Source: an optimization exercise on an open RTL-to-GDS flow (aim: small area and a short achievable clock period). Production flows keep margins and buffers that such runs may drop. At most, simulation tests tie the RTL to the original design; equivalence was not proved. For runs 2 to 6, only the layout was checked, not whether the RTL still works.

`config.mk`:
```
export PLATFORM = sky130hd
export DESIGN_NAME = eqController
export DESIGN_NICKNAME = eqController
export VERILOG_FILES = /design/flow/design.v
export SDC_FILE = /design/flow/constraint.sdc
export NUM_CORES = 4
export LEC_CHECK = 0
export CAP_MARGIN = 20
export CORE_MARGIN = 2
export CORE_UTILIZATION = 40
export PLACE_DENSITY = 0.6
export SLEW_MARGIN = 20
```
`constraint.sdc`:
```
create_clock -name core_clock -period 7.0 [get_ports {S_AXI_ACLK}]
set_input_delay 1.4000 -clock core_clock [delete_from_list [all_inputs] [get_ports {S_AXI_ACLK}]]
set_output_delay 1.4000 -clock core_clock [all_outputs]
set_load 0.01 [all_outputs]
```
`design.v`:
```
package busPkg;
    localparam int ADDR_WIDTH_DEF = 6;    
    localparam int DATA_WIDTH_DEF = 32;
    localparam int ENABLE_EQUALIZER = 4;  
    localparam int GAIN_CHAN0       = 6;  
    localparam int GAIN_CHAN1       = 7;  
endpackage
package eqPkg;
    localparam logic CHAN0 = 1'b0;
    localparam logic CHAN1 = 1'b1;
    localparam logic [15:0] ADC_CHAN_0 = 16'h8000;
    localparam logic [15:0] ADC_CHAN_1 = 16'hC000;
    localparam logic [15:0] DAC_CTL_0 = 16'h0030;  
    localparam logic [15:0] DAC_CTL_1 = 16'h0031;  
    localparam logic [15:0] SAMPLE_OFFSET = 16'h8000;
    localparam logic [15:0] GAIN_UNITY    = 16'h4000;
endpackage
module configRegs #(
    parameter int ADDR_WIDTH = 6
) (
    input  logic                              S_AXI_ACLK,
    input  logic                              S_AXI_ARESETN,
    input  logic                              wr,
    input  logic [ADDR_WIDTH-1:0]             wrAddr,
    input  logic [busPkg::DATA_WIDTH_DEF-1:0] wrData,
    output logic                              enable,
    output logic signed [15:0]                gain0,
    output logic signed [15:0]                gain1
);
    always_ff @(posedge S_AXI_ACLK) begin
        if (!S_AXI_ARESETN) begin
            enable <= 1'b0;
            gain0  <= eqPkg::GAIN_UNITY;
            gain1  <= eqPkg::GAIN_UNITY;
        end else if (wr) begin
            case (wrAddr)
                ADDR_WIDTH'(busPkg::ENABLE_EQUALIZER): begin
                    enable <= wrData[0];
                end
                ADDR_WIDTH'(busPkg::GAIN_CHAN0): begin
                    gain0 <= wrData[15:0];
                end
                ADDR_WIDTH'(busPkg::GAIN_CHAN1): begin
                    gain1 <= wrData[15:0];
                end
                default: begin
                end                                 
            endcase
        end
    end
endmodule
module reqAckMaster #(
    parameter int PAYLOAD_WIDTH = 16
) (
    input  logic                     S_AXI_ACLK,
    input  logic                     S_AXI_ARESETN,
    input  logic                     start,
    input  logic [PAYLOAD_WIDTH-1:0] payload,
    input  logic                     ack,
    output logic                     req,
    output logic [PAYLOAD_WIDTH-1:0] reqPayload,
    output logic                     done
);
    localparam logic [1:0] IDLE    = 2'd0;
    localparam logic [1:0] REQUEST = 2'd1;
    localparam logic [1:0] RELEASE = 2'd2;
    logic [1:0] phase;
    always_ff @(posedge S_AXI_ACLK) begin
        if (!S_AXI_ARESETN) begin
            phase <= IDLE;
            done  <= 1'b0;
        end else begin
            done <= 1'b0;
            case (phase)
                IDLE: if (start) phase <= REQUEST;
                REQUEST: if (ack) phase <= RELEASE;      
                RELEASE: begin
                    if (!ack) begin
                        phase <= IDLE;
                        done  <= 1'b1;
                    end
                end
                default: phase <= IDLE;
            endcase
        end
    end
    always_ff @(posedge S_AXI_ACLK) begin
        if (phase == IDLE && start) reqPayload <= payload;  
    end
    assign req = (phase == REQUEST);
endmodule
module gainStage #(
    parameter int GAIN_FRAC_BITS = 14
) (
    input  logic               S_AXI_ACLK,
    input  logic               S_AXI_ARESETN,
    input  logic               gainValidIn,
    input  logic signed [15:0] gainSample,
    input  logic signed [15:0] gainCoef,
    output logic               gainValidOut,
    output logic signed [15:0] gainResult
);
    localparam logic signed [31:0] SAT_MAX = 32'sd32767;
    localparam logic signed [31:0] SAT_MIN = -32'sd32768;
    logic               validStage1;
    logic signed [31:0] product;
    logic signed [31:0] shifted;
    always_ff @(posedge S_AXI_ACLK) begin
        if (!S_AXI_ARESETN) begin
            validStage1  <= 1'b0;
            gainValidOut <= 1'b0;
        end else begin
            validStage1  <= gainValidIn;
            gainValidOut <= validStage1;
        end
    end
    always_ff @(posedge S_AXI_ACLK) begin
        product <= gainSample * gainCoef;              
        if (shifted > SAT_MAX) gainResult <= SAT_MAX[15:0];
        else if (shifted < SAT_MIN) gainResult <= SAT_MIN[15:0];
        else gainResult <= shifted[15:0];
    end
    assign shifted = product >>> GAIN_FRAC_BITS;       
endmodule
module sampleSequencer (
    input  logic               S_AXI_ACLK,
    input  logic               S_AXI_ARESETN,
    input  logic               enable,
    input  logic signed [15:0] gain0,
    input  logic signed [15:0] gain1,
    input  logic               adcDone,
    input  logic        [15:0] adcData,
    input  logic               dacDone,
    input  logic               gainValidOut,
    input  logic signed [15:0] gainResult,
    output logic               adcStart,
    output logic        [15:0] adcPayload,
    output logic               dacStart,
    output logic        [31:0] dacPayload,
    output logic               gainValidIn,
    output logic signed [15:0] gainSample,
    output logic signed [15:0] gainCoef
);
    localparam logic [2:0] IDLE = 3'd0;
    localparam logic [2:0] ADC  = 3'd1;
    localparam logic [2:0] GAIN = 3'd2;
    localparam logic [2:0] DAC  = 3'd3;
    localparam logic [2:0] NEXT = 3'd4;
    logic [2:0]         state;
    logic               chan;
    logic signed [15:0] sampleReg;
    logic        [15:0] dacCode;
    logic        [15:0] dacCtl;
    always_comb begin
        if (chan == eqPkg::CHAN0) begin
            adcPayload = eqPkg::ADC_CHAN_0;
            dacCtl     = eqPkg::DAC_CTL_0;
            gainCoef   = gain0;
        end else begin
            adcPayload = eqPkg::ADC_CHAN_1;
            dacCtl     = eqPkg::DAC_CTL_1;
            gainCoef   = gain1;
        end
    end
    assign dacCode    = gainResult + eqPkg::SAMPLE_OFFSET;  
    assign dacPayload = {dacCtl, dacCode};
    assign gainSample = sampleReg;
    assign adcStart = enable && (state == IDLE || state == NEXT);
    assign dacStart = (state == GAIN) && gainValidOut;
    always_ff @(posedge S_AXI_ACLK) begin
        if (!S_AXI_ARESETN) begin
            state       <= IDLE;
            chan        <= eqPkg::CHAN0;
            gainValidIn <= 1'b0;
        end else begin
            gainValidIn <= 1'b0;
            case (state)
                IDLE: begin
                    if (enable) state <= ADC;
                end
                ADC: begin
                    if (adcDone) begin
                        state       <= GAIN;
                        gainValidIn <= 1'b1;            
                    end
                end
                GAIN: begin
                    if (gainValidOut) state <= DAC;
                end
                DAC: begin
                    if (dacDone) begin
                        chan  <= (chan == eqPkg::CHAN0) ? eqPkg::CHAN1 : eqPkg::CHAN0;
                        state <= NEXT;
                    end
                end
                NEXT: begin
                    state <= enable ? ADC : IDLE;     
                end
                default: state <= IDLE;
            endcase
        end
    end
    always_ff @(posedge S_AXI_ACLK) begin
        if (state == ADC && adcDone) begin
            sampleReg <= adcData - eqPkg::SAMPLE_OFFSET;  
        end
    end
endmodule
module eqController #(
    parameter int ADDR_WIDTH     = busPkg::ADDR_WIDTH_DEF,
    parameter int GAIN_FRAC_BITS = 14
) (
    input  logic                              S_AXI_ACLK,
    input  logic                              S_AXI_ARESETN,
    input  logic                              wr,
    input  logic [ADDR_WIDTH-1:0]             wrAddr,
    input  logic [busPkg::DATA_WIDTH_DEF-1:0] wrData,
    output logic                              adcReq,
    output logic [15:0]                       adcCmd,
    input  logic                              adcAck,
    input  logic [15:0]                       adcData,
    output logic                              dacReq,
    output logic [31:0]                       dacWord,
    input  logic                              dacAck
);
    logic               enable;
    logic signed [15:0] gain0, gain1;
    logic               adcStart, adcDone, dacStart, dacDone;
    logic        [15:0] adcPayload;
    logic        [31:0] dacPayload;
    logic               gainValidIn, gainValidOut;
    logic signed [15:0] gainSample, gainResult;
    logic signed [15:0] gainCoef;
    configRegs #(.ADDR_WIDTH(ADDR_WIDTH)) regs (
        .S_AXI_ACLK, .S_AXI_ARESETN, .wr, .wrAddr, .wrData,
        .enable, .gain0, .gain1
    );
    sampleSequencer seq (
        .S_AXI_ACLK, .S_AXI_ARESETN, .enable, .gain0, .gain1,
        .adcDone, .adcData, .dacDone, .gainValidOut, .gainResult,
        .adcStart, .adcPayload, .dacStart, .dacPayload,
        .gainValidIn, .gainSample, .gainCoef
    );
    gainStage #(.GAIN_FRAC_BITS(GAIN_FRAC_BITS)) gain (
        .S_AXI_ACLK, .S_AXI_ARESETN, .gainValidIn, .gainSample, .gainCoef,
        .gainValidOut, .gainResult
    );
    reqAckMaster #(.PAYLOAD_WIDTH(16)) adcMaster (
        .S_AXI_ACLK, .S_AXI_ARESETN, .start(adcStart), .payload(adcPayload),
        .ack(adcAck), .req(adcReq), .reqPayload(adcCmd), .done(adcDone)
    );
    reqAckMaster #(.PAYLOAD_WIDTH(32)) dacMaster (
        .S_AXI_ACLK, .S_AXI_ARESETN, .start(dacStart), .payload(dacPayload),
        .ack(dacAck), .req(dacReq), .reqPayload(dacWord), .done(dacDone)
    );
endmodule
```
`run.sh`:
```
#!/bin/bash
# synth_recipe.tcl (not shown) runs the flow's synth.tcl, then flattens the netlist and writes it again
# the make line also repeats each setting of config.mk as NAME=value (left out here)
make -C /OpenROAD-flow-scripts/flow DESIGN_CONFIG=/design/flow/config.mk WORK_HOME=/design/flow/orfs CLKGATE_MAP_FILE= SYNTH_SCRIPT=/design/flow/synth_recipe.tcl finish
```
==> results of run 1 <==
[worst max-delay path: stages (launching register included)]
cell and delay [ps]:
sky130_fd_sc_hd__dfxtp_2 460, sky130_fd_sc_hd__mux2_2 500, sky130_fd_sc_hd__nand2_1 170, sky130_fd_sc_hd__inv_1 100
sky130_fd_sc_hd__fa_1 630, sky130_fd_sc_hd__fa_1 630, sky130_fd_sc_hd__inv_1 100, sky130_fd_sc_hd__buf_4 170
sky130_fd_sc_hd__fa_1 400, sky130_fd_sc_hd__fa_1 550, sky130_fd_sc_hd__inv_1 50, sky130_fd_sc_hd__fa_1 550
sky130_fd_sc_hd__fa_1 410, sky130_fd_sc_hd__ha_1 370, sky130_fd_sc_hd__a21o_1 210, sky130_fd_sc_hd__a21oi_1 190
sky130_fd_sc_hd__nor2b_1 200, sky130_fd_sc_hd__nand4_1 250, sky130_fd_sc_hd__a31oi_2 320, sky130_fd_sc_hd__o21ai_1 120
sky130_fd_sc_hd__xnor2_1 130
[synth_stat cells (3+ instances only)]
cell	n
sky130_fd_sc_hd__fa_1	261
sky130_fd_sc_hd__xnor2_1	22
sky130_fd_sc_hd__nor4b_1	3
sky130_fd_sc_hd__a21oi_1	71
sky130_fd_sc_hd__nor2_1	75
sky130_fd_sc_hd__nand2b_1	4
sky130_fd_sc_hd__nor3_1	5
sky130_fd_sc_hd__a31oi_1	5
sky130_fd_sc_hd__inv_1	327
sky130_fd_sc_hd__o21ai_0	13
sky130_fd_sc_hd__edfxtp_1	34
sky130_fd_sc_hd__clkbuf_1	49
sky130_fd_sc_hd__nand2_1	217
sky130_fd_sc_hd__nand4_1	7
sky130_fd_sc_hd__mux2_2	14
sky130_fd_sc_hd__a211oi_1	6
sky130_fd_sc_hd__buf_4	30
sky130_fd_sc_hd__and2_1	103
sky130_fd_sc_hd__dfxtp_1	80
sky130_fd_sc_hd__or2_2	6
sky130_fd_sc_hd__nand3_1	11
sky130_fd_sc_hd__ha_1	79
sky130_fd_sc_hd__and3_1	4
sky130_fd_sc_hd__xor2_1	9
sky130_fd_sc_hd__mux2i_1	3
sky130_fd_sc_hd__a21o_1	6
sky130_fd_sc_hd__nor2b_1	19
[cell usage in the layout (no fill, tap or decap), types with 11 or more instances in the layout]
cell type / n
sky130_fd_sc_hd__mux2_2: 14
sky130_fd_sc_hd__a21oi_1: 71
sky130_fd_sc_hd__inv_1: 327
sky130_fd_sc_hd__nor2_1: 75
sky130_fd_sc_hd__clkdlybuf4s50_1: 62
sky130_fd_sc_hd__conb_1: 30
sky130_fd_sc_hd__fa_1: 261
sky130_fd_sc_hd__ha_1: 79
sky130_fd_sc_hd__o21ai_0: 13
sky130_fd_sc_hd__nand2_1: 217
sky130_fd_sc_hd__edfxtp_1: 34
sky130_fd_sc_hd__and2_1: 103
sky130_fd_sc_hd__nor2b_1: 19
sky130_fd_sc_hd__clkbuf_16: 17
sky130_fd_sc_hd__dfxtp_1: 79
sky130_fd_sc_hd__xnor2_1: 22
sky130_fd_sc_hd__nand3_1: 11
[layer usage]
layer	GRT usage	up-vias	part of all wire
met1	0.210	4826	0.42
met4	0.0716	0	0.026
met5	0	-	0
met2	0.323	164	0.53
met3	0.0208	36	0.029
li1	-	4458	-
[area by class of cell]
| type | instances | share of cell area |
|---|---|---|
| inverter | 327 | 0.0797 |
| multi-input combinational | 994 | 0.625 |
| tap | 448 | 0.0364 |
| sequential | 114 | 0.170 |
| timing repair buffer | 73 | 0.0461 |
| clock buffer | 19 | 0.0294 |
| clock inverter | 13 | 0.0133 |
[worst max path at each step]
stage             start          endpoint
3_3_place_gp   seq.chan  gain.product[31]
5_1_grt        seq.chan  gain.product[31]
4_1_cts        seq.chan  gain.product[31]
2_1_floorplan  seq.chan  gain.product[28]
6_report       seq.chan  gain.product[31]
3_5_place_dp   seq.chan  gain.product[31]
[logic make-up (layout without fill, tap and decap cells)]
family | after synthesis | after routing | synth area share
other cells | 2 | 30 | 0.000545
compound gates | 119 | 119 | 0.0513
fa+ha+maj | 340 | 340 | 0.451
buf+inv | 409 | 432 | 0.120
xor+xnor | 31 | 31 | 0.0197
simple gates | 456 | 456 | 0.153
mux | 18 | 18 | 0.0146
flops | 114 | 114 | 0.190
[metrics by stage]
| stage | instances | area (µm²) | utilization |
|---|---|---|---|
| finish | 1988 | 15400 | 0.457 |
| global route | 1988 | 15400 | 0.457 |
| CTS | 1988 | 15400 | 0.457 |
| detailed placement | 1956 | 14700 | 0.437 |
| global placement | 1955 | 14700 | 0.437 |
| floorplan | 1517 | 13900 | - |
[registers in the layout, indices dropped and copies added (netlist names), 3 cells and up]
name                  count
dacMaster.reqPayload     17
seq.state                 3
regs.gain1               16
gain.gainResult          16
regs.gain0               16
seq.sampleReg            16
gain.product             18
==> results.yml, run 1 <==
timing:
  final_critical_path_setup_slack_ps: 358
  setup_viol: 0
  fmax_ghz: 0.151
  timing_max_transition_violations_final: 0
  hold_ws_ps: 401
  tcrit_tclk_final: 0.949
  grt_setup_unrepaired: "false"
  setup_tns_ps: 0
  hold_viol: 0
  finalCriticalPeriod_ps: 6640
  finalClockSkew_ps: 9.26
  slew-limit-headroom: 0.344
  tightestPinTransition_ps: 983
floorplanning:
  core_region_area_um2: 33700
  start_util: 0.409
  die_width_um: 190
  total_die_area_um2: 36000
  i_o_pin_count: 109
  die_h_um: 190
  num_rows: 67
drt:
  drc_errors: 0
  dr_total_vias: 9484
  first_pass_iters: 5
  antenna_violating_nets_post_route: 0
  routed_length_per_placed_instance_um: 14.4
  post_drt_via_cell_ratio: 4.77
  dr.first_iter.drc_count: 501
  route.final.wire_length_um: 28600
clocking:
  setup_bufs_post_cts: 0
  cts_repair_resize_count: 0
  reg_clk_slew_reported_paths_ps: 50
  tritoncts: "built"
  cts_root_buf: "sky130_fd_sc_hd__clkbuf_16"
  cts_buffers: 17
  clkSinkCount: 114
  postCtsHoldBufs: 0
  cts_htree_levels: 4
  clkLatencyLatePin_ps: 420
  clock_tree.buffer_depth: 2
worst_setup_path:
  r2r.worst_path.cells: 20
  crit_arrival_ps: 6940
  ff2ff_setup_slack_ps: 360
  cp-start-kind: "flip-flop"
  worstPathRequired_ps: 7300
  r2r-end: "gain.product[31]"
  timing.critical_path.fanout_max: 14
  critical_path_class: "flip-flop to flip-flop"
  worstReg2RegStart: "seq.chan"
  setup.worst_path.end_class: "flip-flop"
synthesis:
  synthDistinctLibCells: 47
  dominantRegCellSynth: "sky130_fd_sc_hd__dfxtp_1"
  synth.area.top_cells: "sky130_fd_sc_hd__fa_1 38%, sky130_fd_sc_hd__dfxtp_1 12%, sky130_fd_sc_hd__inv_1 8.9%, sky130_fd_sc_hd__edfxtp_1 7.4%, sky130_fd_sc_hd__ha_1 7.2%"
  synth_enable_flop_cells: 34
  syn_inst: 1489
  synthDominantAreaCellType: "sky130_fd_sc_hd__fa_1"
  synth_top_area_frac: 0.379
  syn_area_per_cell_um2: 9.26
  synth_seq_cells: 114
  number_of_warnings_reported_in_the_yosys_synthesis_log: 5
  synth_area_um2: 13800
  synth_seq_area_share: 0.190
  synth-async-reset-ratio: 0
cells_and_area:
  nNetsFinal: 1926
  final-seq-area_um2: 2620
  syn2layout_area_growth_pct: 11.7
  multiInputGateArea_um2: 9620
  fill_cells: 3249
  fraction_of_layout_cells_with_a_size_suffix_above_1: 0.0468
  antenna-diode-count: 0
global_route:
  antenna_found_initial: 0
  first_global_vias: 10500
  grt_first_pass_wirelength_um: 50100
  global_route.overflow_total: 0
  grt_start_max_net_pins: 32
  groute.usage.overall: 0.176
place:
  dp_hpwl_um: 23300
  pre_cts_slack_ps: 202
  globalplace.congestion: 0.830
  buffer_ports.inserted: 62
run_status:
  outcome: "timing/DRC/antenna clean"
min_path:
  worstHoldStart: "gain.gainResult[4]"
  worstHoldPathType: "flip-flop to flip-flop"
  holdPathStages: 0
  whs_endpoint: "dacMaster.reqPayload[4]"
flow_run:
  maxCapViolCount: 0
==> run 2, diff against run 1 <==
==> design.v (replaced) <==
module eqController #(
    parameter int ADDR_WIDTH     = 6,
    parameter int GAIN_FRAC_BITS = 14
) (
    input  logic                  S_AXI_ACLK,
    input  logic                  S_AXI_ARESETN,
    input  logic                  wr,
    input  logic [ADDR_WIDTH-1:0] wrAddr,
    input  logic [31:0]           wrData,
    output logic                  adcReq,
    output logic [15:0]           adcCmd,
    input  logic                  adcAck,
    input  logic [15:0]           adcData,
    output logic                  dacReq,
    output logic [31:0]           dacWord,
    input  logic                  dacAck
);
    logic               enable;
    logic signed [15:0] gain0, gain1;
    always_ff @(posedge S_AXI_ACLK) begin
        if (!S_AXI_ARESETN) begin
            enable <= 1'b0;
            gain0  <= 16'h4000;
            gain1  <= 16'h4000;
        end else if (wr) begin
            case (wrAddr)
                ADDR_WIDTH'(4): enable <= wrData[0];
                ADDR_WIDTH'(6): gain0  <= wrData[15:0];
                ADDR_WIDTH'(7): gain1  <= wrData[15:0];
                default: ;
            endcase
        end
    end
    localparam logic [3:0] S_IDLE = 4'd0;
    localparam logic [3:0] S_AREQ = 4'd1;
    localparam logic [3:0] S_AREL = 4'd2;
    localparam logic [3:0] S_C0   = 4'd3;
    localparam logic [3:0] S_C1   = 4'd4;
    localparam logic [3:0] S_C2   = 4'd5;
    localparam logic [3:0] S_C3   = 4'd6;
    localparam logic [3:0] S_DREQ = 4'd7;
    localparam logic [3:0] S_DREL = 4'd8;
    localparam logic [3:0] S_N1   = 4'd9;
    localparam logic [3:0] S_NX   = 4'd10;
    logic [3:0] state;
    logic       chan;
    always_ff @(posedge S_AXI_ACLK) begin
        if (!S_AXI_ARESETN) begin
            state <= S_IDLE;
            chan  <= 1'b0;
        end else begin
            case (state)
                S_IDLE: if (enable) state <= S_AREQ;
                S_AREQ: if (adcAck) state <= S_AREL;
                S_AREL: if (!adcAck) state <= S_C0;
                S_C0:   state <= S_C1;
                S_C1:   state <= S_C2;
                S_C2:   state <= S_C3;
                S_C3:   state <= S_DREQ;
                S_DREQ: if (dacAck) state <= S_DREL;
                S_DREL: if (!dacAck) state <= S_N1;
                S_N1: begin
                    state <= S_NX;
                    chan  <= !chan;
                end
                S_NX:   state <= enable ? S_AREQ : S_IDLE;
                default: state <= S_IDLE;
            endcase
        end
    end
    assign adcReq = (state == S_AREQ);
    assign dacReq = (state == S_DREQ);
    logic signed [15:0] s;
    always_ff @(posedge S_AXI_ACLK) s <= {~adcData[15], adcData[14:0]};
    logic [15:0] g;
    assign g = chan ? gain1 : gain0;
    logic [10:0] gHi;
    always_ff @(posedge S_AXI_ACLK) begin
        if (state == S_C1) gHi <= g[15:5];
    end
    logic [6:0] win;
    always_comb begin
        case (state)
            S_C1:    win = {g[5:0], 1'b0};
            S_C2:    win = gHi[6:0];
            default: win = {gHi[10], gHi[10], gHi[10:6]};
        endcase
    end
    logic [16:0] sx;
    assign sx = {s[15], s};
    logic [21:0] rows [3];
    logic [21:0] negs;
    assign negs = {17'd0, win[6], 1'b0, win[4], 1'b0, win[2]};
    for (genvar k = 0; k < 3; k++) begin : g_row
        logic        n, one, two;
        logic [16:0] p;
        assign n   = win[2*k+2];
        assign one = win[2*k+1] ^ win[2*k];
        assign two = (win[2*k+2] & ~win[2*k+1] & ~win[2*k]) | (~win[2*k+2] & win[2*k+1] & win[2*k]);
        assign p   = (({17{one}} & sx) | ({17{two}} & {sx[15:0], 1'b0})) ^ {17{n}};
        assign rows[k] = 22'({~p[16], p[15:0]}) << (2*k);
    end
    logic [19:0] acc;
    logic [15:0] accIn;
    logic        first;
    assign first = (state == S_C1);
    assign accIn = {~(acc[19] & ~first), acc[18:4] & {15{~first}}};
    localparam logic [21:0] K = -(22'd1 << 15) - (22'd1 << 16) - (22'd1 << 18) - (22'd1 << 20);
    logic [21:0] sum;
    assign sum = 22'(accIn) + rows[0] + rows[1] + rows[2] + negs + K;
    always_ff @(posedge S_AXI_ACLK) begin
        if (state == S_C1 || state == S_C2 || state == S_C3) acc <= sum[21:2];
    end
    logic        ovf;
    logic [15:0] code;
    assign ovf  = (acc[17] != acc[16]) || (acc[17] != acc[15]);
    assign code = ovf ? {16{~acc[17]}} : {~acc[15], acc[14:0]};
    assign adcCmd  = {1'b1, chan, 14'd0};
    assign dacWord = {15'h0018, chan, code};
endmodule
==> results.yml, run 2 <==
run_status:
  outcome: "timing/DRC/antenna clean"
global_route:
  first_global_vias: 5687
  groute.usage.overall: 0.186
  grt_first_pass_wirelength_um: 29600
  grt_start_max_net_pins: 39
  antenna_found_initial: 0
  global_route.overflow_total: 0
drt:
  post_drt_via_cell_ratio: 5.31
  route.final.wire_length_um: 17800
  antenna_violating_nets_post_route: 0
  drc_errors: 0
  dr_total_vias: 6087
  dr.first_iter.drc_count: 264
  routed_length_per_placed_instance_um: 15.5
  first_pass_iters: 5
clocking:
  cts_repair_resize_count: 0
  tritoncts: "built"
  cts_htree_levels: 3
  cts_buffers: 9
  clock_tree.buffer_depth: 2
  postCtsHoldBufs: 0
  reg_clk_slew_reported_paths_ps: 70
  clkLatencyLatePin_ps: 370
  cts_root_buf: "sky130_fd_sc_hd__clkbuf_16"
  setup_bufs_post_cts: 0
  clkSinkCount: 85
timing:
  grt_setup_unrepaired: "false"
  slew-limit-headroom: 0.354
  fmax_ghz: 0.162
  tcrit_tclk_final: 0.882
  tightestPinTransition_ps: 962
  hold_viol: 0
  setup_viol: 0
  finalCriticalPeriod_ps: 6180
  timing_max_transition_violations_final: 0
  finalClockSkew_ps: 13.4
  setup_tns_ps: 0
worst_setup_path:
  crit_arrival_ps: 6280
  cp-start-kind: "flip-flop"
  critical_path_class: "flip-flop to flip-flop"
  setup.worst_path.end_class: "flip-flop"
  timing.critical_path.fanout_max: 16
  worstPathRequired_ps: 7110
cells_and_area:
  mostFrequentLayoutCell: "sky130_fd_sc_hd__nand2_1"
  layout.cells.most_common_list: "116 x sky130_fd_sc_hd__nand2_1, 71 x sky130_fd_sc_hd__nor2_1, 65 x sky130_fd_sc_hd__inv_1"
  regMostFlops: "acc"
  largest_reg_flops: 20
  post-route-util: 0.457
  fraction_of_layout_cells_with_a_size_suffix_above_1: 0.0921
  antenna-diode-count: 0
  stdcell_count: 1146
  syn2layout_area_growth_pct: 12.2
  nNetsFinal: 1040
floorplanning:
  i_o_pin_count: 109
  total_die_area_um2: 20100
  start_util: 0.407
  core_region_area_um2: 18600
  die_width_um: 142
  num_rows: 50
  die_h_um: 142
synthesis:
  number_of_warnings_reported_in_the_yosys_synthesis_log: 2
  synth_enable_flop_cells: 31
  synthDistinctLibCells: 69
  synth_seq_area_share: 0.265
  synth_commonest_cells: "116 x sky130_fd_sc_hd__nand2_1, 72 x sky130_fd_sc_hd__nor2_1, 65 x sky130_fd_sc_hd__inv_1"
  synth_area_um2: 7590
  syn_inst: 884
  synth_seq_cells: 85
  syn_area_per_cell_um2: 8.58
  synth_top_area_frac: 0.143
  synthDominantAreaCellType: "sky130_fd_sc_hd__dfxtp_1"
  dominantRegCellSynth: "sky130_fd_sc_hd__dfxtp_1"
  synth.area.top_cells: "sky130_fd_sc_hd__dfxtp_1 14%, sky130_fd_sc_hd__edfxtp_1 12%, sky130_fd_sc_hd__fa_1 8.2%, sky130_fd_sc_hd__ha_1 7.1%, sky130_fd_sc_hd__nand2_1 5.7%"
  yosysMostFrequentCell: "sky130_fd_sc_hd__nand2_1"
  synth-async-reset-ratio: 0
flow_run:
  maxCapViolCount: 0
min_path:
  worstHoldPathType: "flip-flop to flip-flop"
place:
  buffer_ports.inserted: 62
  dp_hpwl_um: 13600
  placed_cells: 1130
  globalplace.congestion: 0.875
run 2: worst paths after layout:
path	slack (ps)	startpoint	endpoint	depth (start not counted)
setup reg to reg	820	chan	acc[19]	19
setup / recovery	820	chan	acc[19]	19
hold / removal	460	gain0[13]	gain0[13]	2
hold reg to reg	460	gain0[13]	gain0[13]	2
run 2: per-layer routing:
| layer | up-vias | share of wire | global-route usage |
|---|---|---|---|
| met5 | - | 0 | 0 |
| met3 | 26 | 0.040 | 0.0412 |
| met4 | 0 | 0.026 | 0.0632 |
| met1 | 2894 | 0.46 | 0.245 |
| met2 | 104 | 0.48 | 0.304 |
| li1 | 3063 | - | - |
run 2: kinds of logic after synthesis:
| group | synth area share |
|---|---|
| compound gates | 0.198 |
| buf+inv | 0.101 |
| other cells | 0.000990 |
| xor+xnor | 0.0251 |
| fa+ha+maj | 0.154 |
| simple gates | 0.158 |
| flops | 0.265 |
| mux | 0.0981 |
run 2: final cells by class:
class / count / area (µm²)
fill: 1853 / 10100
multi-input combinational: 668 / 4920
sequential: 85 / 2010
timing repair buffer: 77 / 728
tap: 234 / 293
inverter: 66 / 248
clock buffer: 9 / 225
clock inverter: 7 / 91.3
run 2: critical path, stage by stage (launching register included):
cell and delay, ps:
sky130_fd_sc_hd__dfxtp_1 690, sky130_fd_sc_hd__buf_4 280, sky130_fd_sc_hd__mux2_2 370, sky130_fd_sc_hd__mux2i_4 300, sky130_fd_sc_hd__nor2_1 130, sky130_fd_sc_hd__nor2_4 340, sky130_fd_sc_hd__inv_2 150, sky130_fd_sc_hd__nor2_2 160
sky130_fd_sc_hd__a221oi_1 110, sky130_fd_sc_hd__fa_1 470, sky130_fd_sc_hd__fa_1 510, sky130_fd_sc_hd__fa_1 550, sky130_fd_sc_hd__inv_1 70, sky130_fd_sc_hd__fa_1 470, sky130_fd_sc_hd__a211oi_1 220, sky130_fd_sc_hd__o21ai_0 120
sky130_fd_sc_hd__a21oi_1 260, sky130_fd_sc_hd__o21ai_0 300, sky130_fd_sc_hd__a211oi_1 340, sky130_fd_sc_hd__xor2_1 90
run 2: per-stage QoR:
stage               setup WS [ps]  hold slack (ps)  area (µm²)
floorplan                    1720              435        7690
global placement              825              448        8200
detailed placement            846              450        8200
CTS                           813              469        8520
global route                  326              485        8510
finish                        824              464        8510
==> run 3, diff against run 2 <==
--- a/config.mk
+++ b/config.mk
@@ -7,2 +7,3 @@
 export LEC_CHECK = 0
+export ABC_AREA = 1
 export CAP_MARGIN = 20
==> results.yml, run 3 <==
clocking:
  postCtsHoldBufs: 0
  clkSinkCount: 85
  clock_tree.buffer_depth: 2
  cts_htree_levels: 3
  tritoncts: "built"
  cts_root_buf: "sky130_fd_sc_hd__clkbuf_16"
  cts_repair_resize_count: 0
  cts_buffers: 9
  clkLatencyLatePin_ps: 360
  setup_bufs_post_cts: 0
  reg_clk_slew_reported_paths_ps: 80
place:
  dp_hpwl_um: 13200
  globalplace.congestion: 0.885
  buffer_ports.inserted: 62
  pre_cts_slack_ps: 1350
  dpl_cell_area_um2: 7940
synthesis:
  number_of_warnings_reported_in_the_yosys_synthesis_log: 2
  syn_inst: 1036
  synth_seq_area_share: 0.274
  synth_commonest_cells: "274 x sky130_fd_sc_hd__nand2_1, 148 x sky130_fd_sc_hd__nand3_1, 111 x sky130_fd_sc_hd__inv_1"
  synth_area_um2: 7350
  yosysMostFrequentCell: "sky130_fd_sc_hd__nand2_1"
  syn_area_per_cell_um2: 7.09
  synth_seq_cells: 85
  synthDistinctLibCells: 42
  synthDominantAreaCellType: "sky130_fd_sc_hd__dfxtp_1"
  synth-async-reset-ratio: 0
  synth_enable_flop_cells: 31
  dominantRegCellSynth: "sky130_fd_sc_hd__dfxtp_1"
  synth_top_area_frac: 0.147
  synth.area.top_cells: "sky130_fd_sc_hd__dfxtp_1 15%, sky130_fd_sc_hd__nand2_1 14%, sky130_fd_sc_hd__edfxtp_1 13%, sky130_fd_sc_hd__nand3_1 10%, sky130_fd_sc_hd__fa_1 8.4%"
cells_and_area:
  fill_cells: 1838
  post-route-util: 0.459
  mostFrequentLayoutCell: "sky130_fd_sc_hd__nand2_1"
  layout.cells.most_common_list: "274 x sky130_fd_sc_hd__nand2_1, 148 x sky130_fd_sc_hd__nand3_1, 111 x sky130_fd_sc_hd__inv_1"
  largest_reg_flops: 20
  syn2layout_area_growth_pct: 12.1
  fraction_of_layout_cells_with_a_size_suffix_above_1: 0.0592
  nNetsFinal: 1209
  antenna-diode-count: 0
  finish.instance_area_um2: 8240
  regMostFlops: "acc"
drt:
  first_pass_iters: 5
  dr.first_iter.drc_count: 440
  post_drt_via_cell_ratio: 5.07
  dr_total_vias: 6646
  drc_errors: 0
  antenna_violating_nets_post_route: 0
  route.final.wire_length_um: 17600
  routed_length_per_placed_instance_um: 13.5
timing:
  fmax_ghz: 0.175
  timing_max_transition_violations_final: 0
  setup_viol: 0
  hold_viol: 0
  grt_setup_unrepaired: "false"
  setup_tns_ps: 0
  hold_ws_ps: 460
  final_critical_path_setup_slack_ps: 1270
  slew-limit-headroom: 0.343
  finalCriticalPeriod_ps: 5730
  tightestPinTransition_ps: 986
  tcrit_tclk_final: 0.818
  finalClockSkew_ps: 11.2
floorplanning:
  die_width_um: 140
  num_rows: 49
  die_h_um: 140
  total_die_area_um2: 19500
  i_o_pin_count: 109
  start_util: 0.409
  core_region_area_um2: 18000
worst_setup_path:
  timing.critical_path.fanout_max: 19
  cp-start-kind: "flip-flop"
  worstPathRequired_ps: 7120
  critical_path_class: "flip-flop to flip-flop"
  crit_arrival_ps: 5850
  setup.worst_path.end_class: "flip-flop"
global_route:
  groute.usage.overall: 0.191
  grt_first_pass_wirelength_um: 30400
  grt_start_max_net_pins: 38
  antenna_found_initial: 0
  first_global_vias: 6337
  global_route.overflow_total: 0
flow_run:
  maxCapViolCount: 0
min_path:
  worstHoldPathType: "flip-flop to flip-flop"
run_status:
  outcome: "timing/DRC/antenna clean"
run 3: layer usage:
metal / track usage / share of wire / up-vias
met5: 0 / 0 / -
met4: 0.0574 / 0.019 / 0
met3: 0.0317 / 0.057 / 24
met2: 0.317 / 0.46 / 214
met1: 0.255 / 0.46 / 3052
li1: - / - / 3356
run 3: worst paths after layout:
check	start	endpoint	slack, ps	cells after the start
setup / recovery	state[0]	acc[17]	1270	24
hold / removal	gain0[14]	gain0[14]	460	2
setup reg to reg	state[0]	acc[17]	1270	24
hold reg to reg	gain0[14]	gain0[14]	460	2
run 3: through the flow:
stage / std cells
finish: 1310
global route: 1310
CTS: 1310
detailed placement: 1294
global placement: 1294
floorplan: 1064
run 3: cell families (layout without fill, tap and decap cells):
group,after synthesis,after routing,synth area share
AO/OA/AOI/OAI,105,105,0.0824
XOR/XNOR,14,14,0.0167
adder cells (fa/ha/maj),74,74,0.158
buffers and inverters,187,204,0.126
flip-flops,85,85,0.274
other,2,30,0.00102
AND/OR/NAND/NOR,569,569,0.342
run 3: worst max-delay path: stages, from the launching register on:
cell                       delay [ps]
sky130_fd_sc_hd__dfxtp_1          550
sky130_fd_sc_hd__inv_2            150
sky130_fd_sc_hd__nor2_2           290
sky130_fd_sc_hd__nand2_2          140
sky130_fd_sc_hd__o211ai_4         610
sky130_fd_sc_hd__nand2_4          270
sky130_fd_sc_hd__nand3_1          180
sky130_fd_sc_hd__nand2_1           60
sky130_fd_sc_hd__nand2_1           50
sky130_fd_sc_hd__nand2_1          110
sky130_fd_sc_hd__fa_1             510
sky130_fd_sc_hd__inv_1             50
sky130_fd_sc_hd__fa_1             500
sky130_fd_sc_hd__fa_1             540
sky130_fd_sc_hd__inv_1             70
sky130_fd_sc_hd__fa_1             490
sky130_fd_sc_hd__nand2_1           80
sky130_fd_sc_hd__nand3_1           60
sky130_fd_sc_hd__o21ai_0          180
sky130_fd_sc_hd__inv_1            110
sky130_fd_sc_hd__a21o_1           210
sky130_fd_sc_hd__nand3_1          120
sky130_fd_sc_hd__nand2_1           70
sky130_fd_sc_hd__nand2_1           60
sky130_fd_sc_hd__nand2_1           40
run 3: cell type report:
| type | instances | area [µm²] | share of cell area |
|---|---|---|---|
| Inverter | 119 | 449 | 0.0545 |
| Sequential cell | 85 | 2010 | 0.244 |
| Clock buffer | 9 | 225 | 0.0273 |
| Multi-Input combinational cell | 792 | 4520 | 0.548 |
| Timing Repair Buffer | 69 | 668 | 0.0811 |
| Tap cell | 229 | 287 | 0.0348 |
| Clock inverter | 7 | 78.8 | 0.00957 |
==> run 4, diff against run 3 <==
--- a/config.mk
+++ b/config.mk
@@ -7,3 +7,3 @@
 export LEC_CHECK = 0
-export ABC_AREA = 1
+export ABC_CLOCK_PERIOD_IN_PS = 3000
 export CAP_MARGIN = 20
@@ -12,2 +12,3 @@
 export PLACE_DENSITY = 0.6
+export SETUP_SLACK_MARGIN = 3
 export SLEW_MARGIN = 20
==> results.yml, run 4 <==
drt:
  dr.first_iter.drc_count: 328
  post_drt_via_cell_ratio: 5.32
  antenna_violating_nets_post_route: 0
  route.final.wire_length_um: 19000
  routed_length_per_placed_instance_um: 16.0
  first_pass_iters: 5
  dr_total_vias: 6304
  drc_errors: 0
worst_setup_path:
  worstPathRequired_ps: 7110
  critical_path_class: "flip-flop to flip-flop"
  setup.worst_path.end_class: "flip-flop"
  cp-start-kind: "flip-flop"
  ff2ff_setup_slack_ps: 1970
  crit_arrival_ps: 5140
  timing.critical_path.fanout_max: 7
synthesis:
  synth-async-reset-ratio: 0
  synth_enable_flop_cells: 31
  synth_area_um2: 7590
  synth_commonest_cells: "116 x sky130_fd_sc_hd__nand2_1, 72 x sky130_fd_sc_hd__nor2_1, 65 x sky130_fd_sc_hd__inv_1"
  synth_seq_cells: 85
  synth.area.top_cells: "sky130_fd_sc_hd__dfxtp_1 14%, sky130_fd_sc_hd__edfxtp_1 12%, sky130_fd_sc_hd__fa_1 8.2%, sky130_fd_sc_hd__ha_1 7.1%, sky130_fd_sc_hd__nand2_1 5.7%"
  synthDominantAreaCellType: "sky130_fd_sc_hd__dfxtp_1"
  yosysMostFrequentCell: "sky130_fd_sc_hd__nand2_1"
  syn_inst: 884
  dominantRegCellSynth: "sky130_fd_sc_hd__dfxtp_1"
  synth_seq_area_share: 0.265
  syn_area_per_cell_um2: 8.58
  synth_top_area_frac: 0.143
  synthDistinctLibCells: 69
  number_of_warnings_reported_in_the_yosys_synthesis_log: 2
clocking:
  cts_buffers: 9
  tritoncts: "built"
  cts_root_buf: "sky130_fd_sc_hd__clkbuf_16"
  reg_clk_slew_reported_paths_ps: 80
  clkLatencyLatePin_ps: 360
  postCtsHoldBufs: 0
  clkSinkCount: 85
  cts_htree_levels: 3
  clock_tree.buffer_depth: 2
place:
  globalplace.congestion: 0.813
  placed_cells: 1122
  dp_hpwl_um: 13500
  buffer_ports.inserted: 62
cells_and_area:
  regMostFlops: "acc"
  syn2layout_area_growth_pct: 23.3
  mostFrequentLayoutCell: "sky130_fd_sc_hd__nand2_1"
  fraction_of_layout_cells_with_a_size_suffix_above_1: 0.201
  largest_reg_flops: 20
  stdcell_count: 1185
  nNetsFinal: 1079
  antenna-diode-count: 0
  fill_cells: 1748
  layout.cells.most_common_list: "111 x sky130_fd_sc_hd__nand2_1, 70 x sky130_fd_sc_hd__nor2_1, 63 x sky130_fd_sc_hd__inv_1"
min_path:
  worstHoldPathType: "flip-flop to flip-flop"
floorplanning:
  die_width_um: 142
  total_die_area_um2: 20100
  num_rows: 50
  die_h_um: 142
  core_region_area_um2: 18600
  start_util: 0.407
  i_o_pin_count: 109
flow_run:
  maxCapViolCount: 0
timing:
  timing_max_transition_violations_final: 0
  tcrit_tclk_final: 0.719
  setup_tns_ps: 0
  tightestPinTransition_ps: 770
  finalClockSkew_ps: 10.8
  grt_setup_unrepaired: "true"
  slew-limit-headroom: 0.487
  hold_ws_ps: 464
  hold_viol: 0
  fmax_ghz: 0.199
  finalCriticalPeriod_ps: 5030
  setup_viol: 0
global_route:
  antenna_found_initial: 0
  groute.usage.overall: 0.193
  first_global_vias: 5858
  grt_first_pass_wirelength_um: 30800
  global_route.overflow_total: 0
  grt_start_max_net_pins: 39
run_status:
  outcome: "timing/DRC/antenna clean"
-- run 4: cell count changes after synthesis, sizes merged, moves of 33 or more --
| cell | before | now |
|---|---|---|
| inv | 118 | 66 |
| a21oi | 23 | 60 |
| o21ai | 64 | 28 |
| nand3 | 152 | 9 |
| nand2 | 291 | 117 |
| mux2i | 0 | 36 |
| mux2 | 0 | 33 |
| nor2 | 110 | 75 |
-- run 4: layout make-up --
class	instances	area, µm²	area share
timing repair buffer	115	1060	0.113
clock inverter	7	91.3	0.00977
multi-input combinational	669	5400	0.578
tap	234	293	0.0313
inverter	66	248	0.0265
sequential	85	2030	0.217
clock buffer	9	225	0.0241
-- run 4: cells by family (layout without fill, tap and decap cells) --
group,after synthesis,count (layout),share of synthesized area
buffers and inverters,159,197,0.101
other,2,30,0.000990
adder cells (fa/ha/maj),75,75,0.154
XOR/XNOR,20,20,0.0251
AO/OA/AOI/OAI,213,213,0.198
flip-flops,85,85,0.265
AND/OR/NAND/NOR,261,262,0.158
multiplexers,69,69,0.0981
-- run 4: per-layer routing --
metal	wire length [µm]	part of all wire	up-vias	track usage
met2	9530	0.50	128	0.335
met4	331	0.017	0	0.0537
met3	665	0.035	18	0.0327
li1	-	-	3138	-
met1	8430	0.44	3020	0.248
met5	0	0	-	0
-- run 4: what timing repair did --
item	CTS	global route
endpoints found under the hold margin	0	0
gates cloned	0	1
pin swaps	21	17
endpoints found under the setup margin	20	18
buffers inserted	33	13
resized for setup	44	23
-- run 4: metrics by stage --
stage / util / cell area [µm²] / setup WS (ps)
after floorplan: - / 7900 / 2190
after global placement: 0.445 / 8300 / 1040
after detailed placement: 0.445 / 8300 / 955
after CTS: 0.488 / 9090 / 1980
after global routing: 0.502 / 9350 / 1750
final: 0.502 / 9350 / 1970
-- run 4: critical path, stage by stage (launching register included) --
cell	delay (ps)
sky130_fd_sc_hd__dfxtp_4	380
sky130_fd_sc_hd__mux2_4	300
sky130_fd_sc_hd__o211ai_1	270
sky130_fd_sc_hd__buf_4	190
sky130_fd_sc_hd__nand3_4	90
sky130_fd_sc_hd__buf_12	160
sky130_fd_sc_hd__clkbuf_4	180
sky130_fd_sc_hd__mux2i_1	130
sky130_fd_sc_hd__a221o_1	340
sky130_fd_sc_hd__fa_1	500
sky130_fd_sc_hd__inv_1	50
sky130_fd_sc_hd__fa_1	380
sky130_fd_sc_hd__fa_1	400
sky130_fd_sc_hd__inv_1	70
sky130_fd_sc_hd__ha_1	230
sky130_fd_sc_hd__and3_4	230
sky130_fd_sc_hd__nand2_1	90
sky130_fd_sc_hd__or3_1	340
sky130_fd_sc_hd__o221ai_2	190
sky130_fd_sc_hd__mux2i_1	200
sky130_fd_sc_hd__nand2_1	60
-- run 4: worst paths after layout --
| kind | from | end | cells after the start |
|---|---|---|---|
| max | chan | acc[18] | 20 |
| min | gain1[3] | gain1[3] | 2 |
| max reg2reg | chan | acc[18] | 20 |
| min reg2reg | gain1[3] | gain1[3] | 2 |
==> run 5, diff against run 4 <==
--- a/design.v
+++ b/design.v
@@ -74,7 +74,9 @@
     always_ff @(posedge S_AXI_ACLK) s <= {~adcData[15], adcData[14:0]};
-    logic [15:0] g;
-    assign g = chan ? gain1 : gain0;
+    logic        hit;
+    logic [15:0] gNext;
+    assign hit   = wr && (wrAddr == ADDR_WIDTH'({5'd3, chan}));
+    assign gNext = hit ? wrData[15:0] : (chan ? gain1 : gain0);
     logic [10:0] gHi;
     always_ff @(posedge S_AXI_ACLK) begin
-        if (state == S_C1) gHi <= g[15:5];
+        if (state == S_C0) gHi <= gNext[15:5];
     end
@@ -83,6 +85,14 @@
         case (state)
-            S_C1:    win = {g[5:0], 1'b0};
-            S_C2:    win = gHi[6:0];
+            S_C0:    win = {gNext[5:0], 1'b0};
+            S_C1:    win = gHi[6:0];
             default: win = {gHi[10], gHi[10], gHi[10:6]};
         endcase
+    end
+    logic [2:0] dNeg, dOne, dTwo;
+    always_ff @(posedge S_AXI_ACLK) begin
+        for (int k = 0; k < 3; k++) begin
+            dNeg[k] <= win[2*k+2];
+            dOne[k] <= win[2*k+1] ^ win[2*k];
+            dTwo[k] <= (win[2*k+2] & ~win[2*k+1] & ~win[2*k]) | (~win[2*k+2] & win[2*k+1] & win[2*k]);
+        end
     end
@@ -92,10 +102,6 @@
     logic [21:0] negs;
-    assign negs = {17'd0, win[6], 1'b0, win[4], 1'b0, win[2]};
+    assign negs = {17'd0, dNeg[2], 1'b0, dNeg[1], 1'b0, dNeg[0]};
     for (genvar k = 0; k < 3; k++) begin : g_row
-        logic        n, one, two;
         logic [16:0] p;
-        assign n   = win[2*k+2];
-        assign one = win[2*k+1] ^ win[2*k];
-        assign two = (win[2*k+2] & ~win[2*k+1] & ~win[2*k]) | (~win[2*k+2] & win[2*k+1] & win[2*k]);
-        assign p   = (({17{one}} & sx) | ({17{two}} & {sx[15:0], 1'b0})) ^ {17{n}};
+        assign p = (({17{dOne[k]}} & sx) | ({17{dTwo[k]}} & {sx[15:0], 1'b0})) ^ {17{dNeg[k]}};
         assign rows[k] = 22'({~p[16], p[15:0]}) << (2*k);
--- a/config.mk
+++ b/config.mk
@@ -7,3 +7,3 @@
 export LEC_CHECK = 0
-export ABC_CLOCK_PERIOD_IN_PS = 3000
+export ABC_AREA = 1
 export CAP_MARGIN = 20
@@ -12,3 +12,3 @@
 export PLACE_DENSITY = 0.6
-export SETUP_SLACK_MARGIN = 3
+export SETUP_SLACK_MARGIN = 4
 export SLEW_MARGIN = 20
==> results.yml, run 5 <==
clocking:
  cts_buffers: 9
  cts_htree_levels: 3
  cts_root_buf: "sky130_fd_sc_hd__clkbuf_16"
  clkLatencyLatePin_ps: 360
  tritoncts: "built"
  clock_tree.buffer_depth: 2
  clkSinkCount: 94
  reg_clk_slew_reported_paths_ps: 70
  postCtsHoldBufs: 0
synthesis:
  dominantRegCellSynth: "sky130_fd_sc_hd__dfxtp_1"
  synthDominantAreaCellType: "sky130_fd_sc_hd__dfxtp_1"
  synth_seq_cells: 94
  synth.area.top_cells: "sky130_fd_sc_hd__dfxtp_1 18%, sky130_fd_sc_hd__edfxtp_1 13%, sky130_fd_sc_hd__fa_1 8.8%, sky130_fd_sc_hd__xor2_1 8.1%, sky130_fd_sc_hd__ha_1 7.6%"
  synth_top_area_frac: 0.178
  synth_seq_area_share: 0.310
  yosysMostFrequentCell: "sky130_fd_sc_hd__inv_1"
  synth-async-reset-ratio: 0
  synth_commonest_cells: "132 x sky130_fd_sc_hd__inv_1, 121 x sky130_fd_sc_hd__nand2_1, 99 x sky130_fd_sc_hd__nor2_1"
  synth_area_um2: 7070
  synth_enable_flop_cells: 31
  synthDistinctLibCells: 47
  number_of_warnings_reported_in_the_yosys_synthesis_log: 2
  syn_inst: 898
  syn_area_per_cell_um2: 7.88
timing:
  fmax_ghz: 0.275
  grt_setup_unrepaired: "true"
  tcrit_tclk_final: 0.519
  tightestPinTransition_ps: 518
  hold_ws_ps: 471
  slew-limit-headroom: 0.652
  finalCriticalPeriod_ps: 3630
  timing_max_transition_violations_final: 0
  hold_viol: 0
  finalClockSkew_ps: 14.6
  setup_viol: 0
  setup_tns_ps: 0
global_route:
  groute.layer.met2.usage: 0.347
  grt_first_pass_wirelength_um: 30100
  grt_start_max_net_pins: 35
  gr-usage-met1: 0.274
  global_route.overflow_total: 0
  grt-busiest-layer: "met2"
  antenna_found_initial: 0
  groute.usage.overall: 0.207
  first_global_vias: 5889
  grtUsageMet3: 0.0407
cells_and_area:
  fraction_of_layout_cells_with_a_size_suffix_above_1: 0.280
  layout.cells.most_common_list: "118 x sky130_fd_sc_hd__inv_1, 106 x sky130_fd_sc_hd__nand2_1, 83 x sky130_fd_sc_hd__nor2_1"
  regMostFlops: "acc"
  nNetsFinal: 1144
  antenna-diode-count: 0
  mostFrequentLayoutCell: "sky130_fd_sc_hd__inv_1"
  largest_reg_flops: 20
  syn2layout_area_growth_pct: 36.1
  stdcell_count: 1241
worst_setup_path:
  setup.worst_path.end_class: "flip-flop"
  worstPathRequired_ps: 7100
  timing.critical_path.fanout_max: 5
  cp-start-kind: "flip-flop"
  crit_arrival_ps: 3730
  critical_path_class: "flip-flop to flip-flop"
floorplanning:
  num_rows: 48
  die_width_um: 137
  die_h_um: 137
  total_die_area_um2: 18800
  start_util: 0.409
  i_o_pin_count: 109
  core_region_area_um2: 17300
drt:
  first_pass_iters: 5
  dr_total_vias: 6157
  antenna_violating_nets_post_route: 0
  routed_length_per_placed_instance_um: 15.5
  drc_errors: 0
  post_drt_via_cell_ratio: 4.96
  route.final.wire_length_um: 19300
  dr.first_iter.drc_count: 317
place:
  placed_cells: 1157
  globalplace.congestion: 0.899
  buffer_ports.inserted: 62
  dp_hpwl_um: 13000
min_path:
  worstHoldPathType: "flip-flop to flip-flop"
flow_run:
  maxCapViolCount: 0
run_status:
  outcome: "timing/DRC/antenna clean"
==> run 5: cell types whose count changed after synthesis, sizes merged, moves of 30 or more <==
cell,before,now
inv,66,140
o22ai,2,45
o21ai,28,67
mux2,33,0
a21boi,31,1
mux2i,36,2
clkbuf,44,14
xor2,9,65
==> run 5: logic make-up after synthesis <==
group	share of synthesized area
muxes	0.00283
and+or+nand+nor	0.176
AOI/OAI and AO/OA	0.134
xor gates and xnor gates	0.0817
DFF	0.310
buffers and inverters	0.131
other	0.00106
adders and majority gates	0.164
==> run 5: worst max-delay path: stages (launching register included) <==
cell and delay [ps]:
sky130_fd_sc_hd__dfxtp_2 350, sky130_fd_sc_hd__clkinvlp_4 130, sky130_fd_sc_hd__clkbuf_16 190, sky130_fd_sc_hd__o22ai_4 160
sky130_fd_sc_hd__xor2_2 100, sky130_fd_sc_hd__fa_2 350, sky130_fd_sc_hd__fa_1 520, sky130_fd_sc_hd__fa_1 540
sky130_fd_sc_hd__inv_2 60, sky130_fd_sc_hd__fa_2 350, sky130_fd_sc_hd__nand3_2 100, sky130_fd_sc_hd__nand2_4 80
sky130_fd_sc_hd__nand3_2 70, sky130_fd_sc_hd__nand2_2 70, sky130_fd_sc_hd__nand3b_1 90, sky130_fd_sc_hd__nand2_1 60
sky130_fd_sc_hd__xor2_1 160
==> run 5: worst paths after layout <==
kind | start | to | slack, ps | cells past startpoint
worst max register to register | dTwo[1] | acc[15] | 3370 | 16
worst min-delay path | gain0[5] | gain0[5] | 470 | 2
worst max-delay path | dTwo[1] | acc[15] | 3370 | 16
worst min register to register | gain0[5] | gain0[5] | 470 | 2
==> run 5: through the flow <==
stage          utilization  setup WS (ps)  area (µm²)
2_1_floorplan            -           3560        7460
3_3_place_gp         0.461           2720        7980
3_5_place_dp         0.461           2740        7980
4_1_cts              0.512           3320        8860
5_1_grt              0.557           3250        9630
6_report             0.557           3370        9630
==> run 5: timing repair <==
action | in CTS | in global routing
setup endpoints to repair | 86 | 40
endpoints found under the hold margin | 0 | 0
resized for setup | 140 | 131
pin swaps | 22 | 48
setup buffers | 36 | 28
cloned | 2 | 2
==> run 5: cell type report <==
type                       count  area [µm²]
clock inverter                 7        75.1
multi-input combinational    626        4960
timing repair buffer         133        1250
timing repair inverter         2        20.0
tap                          225         282
fill                        1611        7670
sequential                    94        2220
inverter                     145         592
clock buffer                   9         225
==> run 5: layer usage <==
layer	share of wire	vias up	wire (µm)
li1	-	3070	-
met2	0.49	134	9500
met1	0.45	2925	8580
met3	0.043	28	819
met5	0	-	0
met4	0.019	0	367
==> run 6, diff against run 5 <==
--- a/config.mk
+++ b/config.mk
@@ -12,3 +12,2 @@
 export PLACE_DENSITY = 0.6
-export SETUP_SLACK_MARGIN = 4
 export SLEW_MARGIN = 20
==> results.yml, run 6 <==
drt:
  met3RoutedLength_um: 787
  drc_errors: 0
  post_drt_via_cell_ratio: 4.93
  wirelength_met1_um: 7390
  dr.first_iter.drc_count: 374
  antenna_violating_nets_post_route: 0
  routed_length_per_placed_instance_um: 14.1
  top_layer: "met4"
  wl_met2_um: 8190
  first_pass_iters: 5
  dr_total_vias: 5786
  route.final.wire_length_um: 16600
place:
  dp_hpwl_um: 12700
  buffer_ports.inserted: 62
  dpl_cell_area_um2: 7740
  globalplace.congestion: 0.934
  placed_cells: 1157
worst_setup_path:
  timing.critical_path.fanout_max: 15
  crit_arrival_ps: 4680
  r2r-end: "acc[17]"
  cp-start-kind: "flip-flop"
  worstPathRequired_ps: 7100
  r2r.worst_path.cells: 14
  ff2ff_setup_slack_ps: 2420
  critical_path_class: "flip-flop to flip-flop"
  critical_path.max_stage_delay_ps: 940
  setup.worst_path.end_class: "flip-flop"
  critical-path-slowest-cell: "sky130_fd_sc_hd__dfxtp_1"
  worstReg2RegStart: "dNeg[1]"
  worstPathCellList: "inv_1 -> xor2_1 -> fa_1 -> fa_1 -> fa_1 -> inv_1 -> fa_1 -> nand3_1 -> nand2_1 -> nand2_1 -> nand2_1 -> nand3_1 -> nand2_1 -> xor2_1"
clocking:
  cts_repair_resize_count: 0
  cts_htree_levels: 3
  clock_tree.buffer_depth: 2
  cts_buffers: 9
  cts_root_buf: "sky130_fd_sc_hd__clkbuf_16"
  postCtsHoldBufs: 0
  reg_clk_slew_reported_paths_ps: 80
  setup_bufs_post_cts: 0
  clkLatencyLatePin_ps: 350
  tritoncts: "built"
  clkSinkCount: 94
timing:
  slew-limit-headroom: 0.336
  tightestPinTransition_ps: 997
  fmax_ghz: 0.218
  timing_max_transition_violations_final: 0
  finalClockSkew_ps: 10.9
  hold_viol: 0
  setup_tns_ps: 0
  tcrit_tclk_final: 0.655
  setup_viol: 0
  grt_setup_unrepaired: "false"
  finalCriticalPeriod_ps: 4580
synthesis:
  syn_area_per_cell_um2: 7.88
  synth-async-reset-ratio: 0
  synth.area.top_cells: "sky130_fd_sc_hd__dfxtp_1 18%, sky130_fd_sc_hd__edfxtp_1 13%, sky130_fd_sc_hd__fa_1 8.8%, sky130_fd_sc_hd__xor2_1 8.1%, sky130_fd_sc_hd__ha_1 7.6%"
  synth_commonest_cells: "132 x sky130_fd_sc_hd__inv_1, 121 x sky130_fd_sc_hd__nand2_1, 99 x sky130_fd_sc_hd__nor2_1"
  dominantRegCellSynth: "sky130_fd_sc_hd__dfxtp_1"
  synth_seq_area_share: 0.310
  yosysMostFrequentCell: "sky130_fd_sc_hd__inv_1"
  post_synth_and_or_nand_nor_area_fraction: 0.176
  synth.mux.area_fraction: 0.00283
  synth_area_um2: 7070
  synth_enable_flop_cells: 31
  synth_seq_cells: 94
  synthDistinctLibCells: 47
  dominant_combinational_cell_family_by_area_after_synthesis: "simple AND/OR/NAND/NOR gates"
  synth-adder-area-share: 0.164
  synth_xor_xnor_area_share: 0.0817
  number_of_warnings_reported_in_the_yosys_synthesis_log: 2
  synth_compound_area_frac: 0.134
  synthDominantAreaCellType: "sky130_fd_sc_hd__dfxtp_1"
  syn_inst: 898
  synth_top_area_frac: 0.178
cells_and_area:
  nNetsFinal: 1076
  stdcell_count: 1173
  layout.cells.most_common_list: "132 x sky130_fd_sc_hd__inv_1, 121 x sky130_fd_sc_hd__nand2_1, 98 x sky130_fd_sc_hd__nor2_1"
  largest_reg_flops: 20
  fill_cells: 1728
  mostFrequentLayoutCell: "sky130_fd_sc_hd__inv_1"
  syn2layout_area_growth_pct: 13.8
  finish.instance_area_um2: 8050
  fraction_of_layout_cells_with_a_size_suffix_above_1: 0.0559
  regMostFlops: "acc"
  antenna-diode-count: 0
min_path:
  holdPathStages: 2
  worstHoldPathType: "flip-flop to flip-flop"
  whs_endpoint: "gain0[5]"
  worstHoldStart: "gain0[5]"
floorplanning:
  num_rows: 48
  core_region_area_um2: 17300
  die_h_um: 137
  total_die_area_um2: 18800
  i_o_pin_count: 109
  die_width_um: 137
  start_util: 0.409
global_route:
  groute.usage.overall: 0.185
  first_global_vias: 5522
  antenna_found_initial: 0
  grt_start_max_net_pins: 35
  grt_first_pass_wirelength_um: 27300
  global_route.overflow_total: 0
flow_run:
  maxCapViolCount: 0
run_status:
  outcome: "timing/DRC/antenna clean"
[run 6: critical path, delay by kind of cell (launching register included)]
family | cells | cell delay (ps)
buf+inv | 2 | 400
xor+xnor | 2 | 410
fa+ha+maj | 4 | 2010
flops | 1 | 940
simple gates | 6 | 560
[run 6: logic make-up after synthesis]
group	Yosys count
and+or+nand+nor	288
buffers and inverters	206
AOI/OAI and AO/OA	166
DFF	94
adders and majority gates	74
xor gates and xnor gates	66
other	2
muxes	2
[run 6: per-layer routing]
| metal | vias to the layer above | track usage |
|---|---|---|
| li1 | 2942 | - |
| met3 | 14 | 0.0311 |
| met2 | 176 | 0.320 |
| met4 | 0 | 0.0447 |
| met1 | 2654 | 0.241 |
| met5 | - | 0 |
[run 6: through the flow]
| stage | setup WS [ps] | util | hold slack (ps) |
|---|---|---|---|
| after floorplan | 3140 | - | 429 |
| final | 2420 | 0.465 | 457 |
| after global routing | 2110 | 0.465 | 494 |
| after CTS | 2390 | 0.465 | 460 |
| after detailed placement | 2410 | 0.448 | 448 |
| after global placement | 2460 | 0.448 | 446 |
[run 6: worst max path at each step]
stage               depth (start not counted)  endpoint    start
floorplan                                  16   acc[17]  dTwo[0]
global placement                           14   acc[17]  dNeg[1]
detailed placement                         14   acc[17]  dNeg[1]
CTS                                        14   acc[17]  dNeg[1]
global route                               14   acc[17]  dNeg[1]
finish                                     14   acc[17]  dNeg[1]
[run 6: area by class of cell]
class,instances,area [µm²],area share
inverters,145,548,0.0681
flip-flops and latches,94,2190,0.272
well taps,225,282,0.0350
repair buffers,67,658,0.0818
clock inverters,7,81.3,0.0101
multi-input cells,626,4060,0.505
clock buffers,9,225,0.0280

[separate check: timing with driven ports]
In the flow no input, the clock included, has a driving cell. The finished layouts below were timed again as built, in two steps. Step 1 sets driving cells, clkbuf_16 on the clock port and buf_2 on the other inputs (assumed; they add their load-dependent delay and slew). Step 2 adds t to the input delays and takes it off the output delays; t is the mean of the earliest and latest rising clock arrival at the registers after step 1. Input paths then give back, and output paths get back, about the clock's delay inside the block. a / b / c = ideal / step 1 / step 2; a / b = the first two.
run | t, ns | setup WS [ns] | worst hold slack (ns) | worst setup path after step 2 | slew at the worst register clock pin (ns)
run 1 | 0.465 | 0.358 / 0.358 / 0.358 | 0.401 / 0.401 / 0.401 | register to register | 0.06 / 0.06
run 2 | 0.401 | 0.824 / 0.824 / 0.824 | 0.464 / 0.464 / 0.464 | register to register | 0.08 / 0.08
run 3 | 0.394 | 1.275 / 1.275 / 1.275 | 0.460 / 0.460 / 0.460 | register to register | 0.08 / 0.08
run 4 | 0.402 | 1.970 / 1.970 / 1.970 | 0.464 / 0.464 / 0.464 | register to register | 0.08 / 0.08
run 5 | 0.397 | 3.367 / 3.367 / 3.367 | 0.471 / 0.471 / 0.471 | register to register | 0.09 / 0.09
run 6 | 0.388 | 2.416 / 2.416 / 2.416 | 0.457 / 0.457 / 0.457 | register to register | 0.08 / 0.08
After both steps setup and hold are still met in every run listed.
